This design comes from an exercise in tuning for small area and a short achievable clock period on the open sky130 flow, not from production work. The RTL was checked by simulation tests, not by an equivalence proof against the original design. Power is estimated from default activity; no workload was simulated.

== run A ==
// norm_rnd
module norm_rnd
(
    input  wire          clk,
    input  wire          reset,
    input  wire  [105:0] fract_in,
    input  wire  [10:0]  exp_in,
    input  wire          sign,
    input  wire  [1:0]   r_mode,
    output logic [52:0]  fract_out,
    output logic [10:0]  exp_out,
    output logic         dn_out,
    output logic         ine_out,
    output logic         overflow_out,
    output logic         infinite_out
);
Size in the first run: about 1300 cells after synthesis, about 190 I/O pins, about 9600 sq um of cells after synthesis.
==> flow/config.mk <==
export PLATFORM = sky130hd
export DESIGN_NAME = norm_rnd
export DESIGN_NICKNAME = norm_rnd
export VERILOG_FILES = /design/flow/design.v
export SDC_FILE = /design/flow/constraint.sdc
export NUM_CORES = 4
export LEC_CHECK = 0
export ABC_AREA = 0
export CAP_MARGIN = 20
export CORE_MARGIN = 2
export CORE_UTILIZATION = 30
export SLEW_MARGIN = 20
export SYNTH_HIERARCHICAL = 1
export SYNTH_MINIMUM_KEEP_SIZE = 0
export TNS_END_PERCENT = 100
==> flow/constraint.sdc <==
create_clock -name core_clock -period 14.0 [get_ports {clk}]
set_input_delay 2.8000 -clock core_clock [delete_from_list [all_inputs] [get_ports {clk}]]
set_output_delay 2.8000 -clock core_clock [all_outputs]
set_load 0.01 [all_outputs]
standard.sh (not shown) runs the stock make flow with config.mk's settings and CLKGATE_MAP_FILE= SYNTH_SCRIPT=/design/flow/synth_recipe.tcl, a recipe that flattens the netlist after the stock synthesis.
==> flow/flow/run.sh <==
#!/bin/bash
# The standard layout, with plain buf_1 cells as the port buffers instead of
# the delay cells buffer_ports picks by default. Every port still gets its
# own buffer.
set -euo pipefail
export BUFFER_PORTS_ARGS="-buffer_cell sky130_fd_sc_hd__buf_1"
export SETUP_SLACK_MARGIN=5.5
export SKIP_GATE_CLONING=1
bash standard.sh > standard_flow.log 2>&1
No stage failed in run A, and the final checks on the layout all came back clean.
What run B does differently from run A at the input level:
# run A
export LEC_CHECK = 0
export ABC_AREA = 0
export CAP_MARGIN = 20
export CORE_MARGIN = 2
export CORE_UTILIZATION = 30
export SLEW_MARGIN = 20
export SYNTH_HIERARCHICAL = 1
export SYNTH_MINIMUM_KEEP_SIZE = 0
export TNS_END_PERCENT = 100
create_clock -name core_clock -period 14.0 [get_ports {clk}]
# run B
export LEC_CHECK = 0
export ABC_AREA = 1
export CAP_MARGIN = 20
export CORE_MARGIN = 2
export CORE_UTILIZATION = 30
export SLEW_MARGIN = 20
export SYNTH_HIERARCHICAL = 1
export SYNTH_MINIMUM_KEEP_SIZE = 0
export TNS_END_PERCENT = 100
create_clock -name core_clock -period 14.0 [get_ports {clk}]
-- flow/flow/run.sh --
<<< run A, line 6
export BUFFER_PORTS_ARGS="-buffer_cell sky130_fd_sc_hd__buf_1"
export SETUP_SLACK_MARGIN=5.5
export SKIP_GATE_CLONING=1
>>> run B, line 6
export BUFFER_PORTS_ARGS="-buffer_cell sky130_fd_sc_hd__buf_1"
export SETUP_SLACK_MARGIN=5
export SKIP_GATE_CLONING=1
## What came out
- Taking run B over run A, the die outline height ratio works out to 1.19.
- Summary of run B over run A: tap cell count shows an increase of 49%, number of global-route vias before repair shows an increase of 2982, setup slack shows an increase of 49 ps, routed wire length shows an increase of 7.2%.
- On post-CTS clock slew at the launch and capture registers of the worst setup and hold paths, run A and run B are basically level.
diff inputs: run B => run C
# run B
export LEC_CHECK = 0
export ABC_AREA = 1
export CAP_MARGIN = 20
export CORE_MARGIN = 2
export CORE_UTILIZATION = 30
export SLEW_MARGIN = 20
export SYNTH_HIERARCHICAL = 1
export SYNTH_MINIMUM_KEEP_SIZE = 0
export TNS_END_PERCENT = 100
create_clock -name core_clock -period 14.0 [get_ports {clk}]
# run C
export LEC_CHECK = 0
export ABC_AREA = 0
export CAP_MARGIN = 20
export CORE_MARGIN = 2
export CORE_UTILIZATION = 40
export SLEW_MARGIN = 20
export SYNTH_HIERARCHICAL = 1
export SYNTH_MINIMUM_KEEP_SIZE = 0
export TNS_END_PERCENT = 100
create_clock -name core_clock -period 14.0 [get_ports {clk}]
Results
- Taking run B as the reference, in run C met3 layer usage reported by global route up 2.8 points, overall via count from detail_route decreased by 24% relative to the old numbers, count of buffers inserted at the top-level ports barely changed, power dropped 0.000081 W.
- Run B -> run C: count of cell instances traversed by the critical path decreased by more than a quarter

## afterwards: timing with drivers on the ports
No port has a modelled driver above. Below, the same layouts with a new extraction and two added sets of constraints.
Step 1 assumes that a clkbuf_16 drives the clock port and a buf_2 every other input.
Step 2 adds t to the input delays and takes it off the output delays; t is the mean of the earliest and latest rising clock arrival at the registers after step 1. Input paths then give back, and output paths get back, about the clock's delay inside the block.
Three values: ideal, step 1, step 2; two values: the first two.
run | shift t [ns] | setup WS [ns] | hold WS [ns] | latest minus earliest clock arrival (ns) | slew at the worst register clock pin (ns)
run A | 0.380 | 5.651 / 5.669 / 5.289 | 2.829 / 2.815 / 3.195 | 0.006 / 0.006 | 0.06 / 0.06
run B | 0.380 | 5.699 / 5.725 / 5.345 | 2.779 / 2.766 / 3.146 | 0.010 / 0.010 | 0.06 / 0.06
run C | 0.387 | 5.197 / 5.225 / 4.839 | 2.771 / 2.741 / 3.128 | 0.007 / 0.007 | 0.06 / 0.06
After both steps every run listed still meets setup and hold. For run A, which loses most, drivers alone change the setup slack by +0.018 ns; drivers and shift together by -0.362 ns.
